From an optimization exercise on the open Yosys and OpenROAD flow, aimed at small area and a short achievable clock period; shortcuts taken in it are not production practice. The RTL was checked by simulation tests, not by an equivalence proof against the original design. Power and IR drop assume default switching activity.

## x86_len_decoder
module x86_len_decoder (
    input  logic                        i_clk,
    input  logic                        i_reset,
    input  logic                        i_word_valid,
    input  logic [32-1:0]       i_word,
    output logic                        o_instr_valid,
    output logic [53:0]                 o_instr,         
    output logic                        o_overflow
);
    localparam int NB = 7;                   
    logic                   started;
    logic                   full;            
    logic [4:0]             fill;            
    logic [3:0]             head;            
    logic [3:0]             tail;            
    logic [3:0][31:0]       slots;
    logic [31:0]            rec_addr;
    logic [3:0]             rec_len;
    logic [1:0]             rec_mnemonic;
    logic [1:0]             rec_size;
    logic                   rec_direction;
    logic                   rec_immediate;
    logic [7:0]             rec_modrm;
    logic                   rec_opsize;
    logic [2:0]             rec_pfx;
    logic [3:0]             hs;              
    logic [3:0]             ho;              
    logic [31:0]            w0, w1;
    logic [15:0]            w2;
    logic [9:0][7:0]        win;
    logic [NB-1:0][7:0]     b;
    always_comb begin
        w0 = '0;
        w1 = '0;
        w2 = '0;
        for (int s = 0; s < 4; s++) begin
            w0 = w0 | ({32{hs[s]}} & slots[s]);
            w1 = w1 | ({32{hs[s]}} & slots[(s + 1) % 4]);
            w2 = w2 | ({16{hs[s]}} & slots[(s + 2) % 4][15:0]);
        end
        win = {w2, w1, w0};
        for (int i = 0; i < NB; i++) begin
            b[i] = '0;
            for (int o = 0; o < 4; o++) b[i] = b[i] | ({8{ho[o]}} & win[o + i]);
        end
    end
    function automatic logic [4:0] grp(input logic [7:0] x);
        grp = 5'd0;
        case (x)
            8'hF0:                          grp[0] = 1'b1;
            8'hF2, 8'hF3:               grp[1] = 1'b1;
            8'h2E, 8'h36, 8'h3E,
            8'h26, 8'h64, 8'h65:          grp[2] = 1'b1;
            8'h66:                        grp[3] = 1'b1;
            8'h67:                      grp[4] = 1'b1;
            default:                            ;
        endcase
    endfunction
    function automatic logic [1:0] mnem(input logic [7:0] op);
  ...
Settings: LEC_CHECK=0, CAP_MARGIN=10, CORE_MARGIN=2, CORE_UTILIZATION=40, CTS_BUF_LIST=sky130_fd_sc_hd__clkbuf_8, GPL_ROUTABILITY_DRIVEN=0, SLEW_MARGIN=10, TNS_END_PERCENT=0; clock period 16.5 ns.
standard.sh (not shown) runs the stock make flow with config.mk's settings and CLKGATE_MAP_FILE= SYNTH_SCRIPT=/design/flow/synth_recipe.tcl, a recipe that flattens the netlist after the stock synthesis.
==> flow/flow/run.sh <==
#!/bin/bash
set -euo pipefail
bash standard.sh SETUP_SLACK_MARGIN=11.5 \
    "SETUP_MOVE_SEQUENCE=unbuffer,sizeup,swap" \
    "BUFFER_PORTS_ARGS=-buffer_cell sky130_fd_sc_hd__buf_1" \
    finish > standard_flow.log 2>&1
The first run finished clean.
Next try:
--- a/flow/flow/run.sh
+++ b/flow/flow/run.sh
@@ -1,0 +2,7 @@
+# The standard layout, with three changes to how it is made:
+# - timing repair aims at a setup margin well above the design's, so it
+#   works on the worst path (the clock, constraints and synthesis are the
+#   standard ones);
+# - each port still gets its own buffer, but a plain buf_1 rather than the
+#   delay cell the resizer picks by default;
+# - the clock tree is built from clkbuf_8 cells.
@@ -4 +10,0 @@
-    "SETUP_MOVE_SEQUENCE=unbuffer,sizeup,swap" \
@@ -5,0 +12 @@
+    CTS_BUF_LIST=sky130_fd_sc_hd__clkbuf_8 \
Settings changed: CAP_MARGIN 10 to 30, CTS_BUF_LIST sky130_fd_sc_hd__clkbuf_8 to not set, GPL_ROUTABILITY_DRIVEN 0 to not set, SLEW_MARGIN 10 to 30.
Effect: Sequential share of layout area falls by 0.36 points; setup slack got worse by 54 ps; via count rises by about 1%; die area is unchanged; total power rises by 3.0%.
Next try:
==> flow/flow/run.sh (replaced) <==
#!/bin/bash
# The standard layout, with timing repair aimed at a setup margin well above
# the design's. The clock, constraints and synthesis are the standard ones;
# only how hard the repair steps work on the worst path changes.
set -euo pipefail
bash standard.sh SETUP_SLACK_MARGIN=11.5 finish > standard_flow.log 2>&1
Worst hold slack hardly moves. Clock power is higher by well over a third. Routed wire length is higher by a few percent. Fmax stays flat. Sequential cell count is unchanged. Via count is higher slightly. Die area stays the same. Total power is higher by a little under a tenth. Combinational power is higher by a few percent. Final area is higher by a few percent.

-- static timing again, ports no longer ideal --
In the flow no input, the clock included, has a driving cell. The finished layouts below were timed again as built, in two steps. Step 1 (the two cells are an assumption about what drives the block):
set clk [get_ports {i_clk}]
set_driving_cell -lib_cell sky130_fd_sc_hd__clkbuf_16 $clk
set_driving_cell -lib_cell sky130_fd_sc_hd__buf_2 [delete_from_list [all_inputs] $clk]
Step 2 adds t to the input delays and takes it off the output delays; t is the mean of the earliest and latest rising clock arrival at the registers after step 1. Input paths then give back, and output paths get back, about the clock's delay inside the block. a / b / c = no drivers / after step 1 / after step 2; a / b = the first two.
run	t, ns	setup slack, ns	worst hold slack (ns)
the first run	0.544	11.718 / 11.717 / 11.717	0.484 / 0.484 / 0.484
the second run	0.555	11.663 / 11.663 / 11.663	0.488 / 0.488 / 0.488
the third run	0.515	11.669 / 11.658 / 11.669	0.489 / 0.489 / 0.489
After both steps setup and hold are still met in every run listed. The setup slack of the first run, which loses most, moves by -0.001 ns with the drivers and by -0.001 ns with both steps.
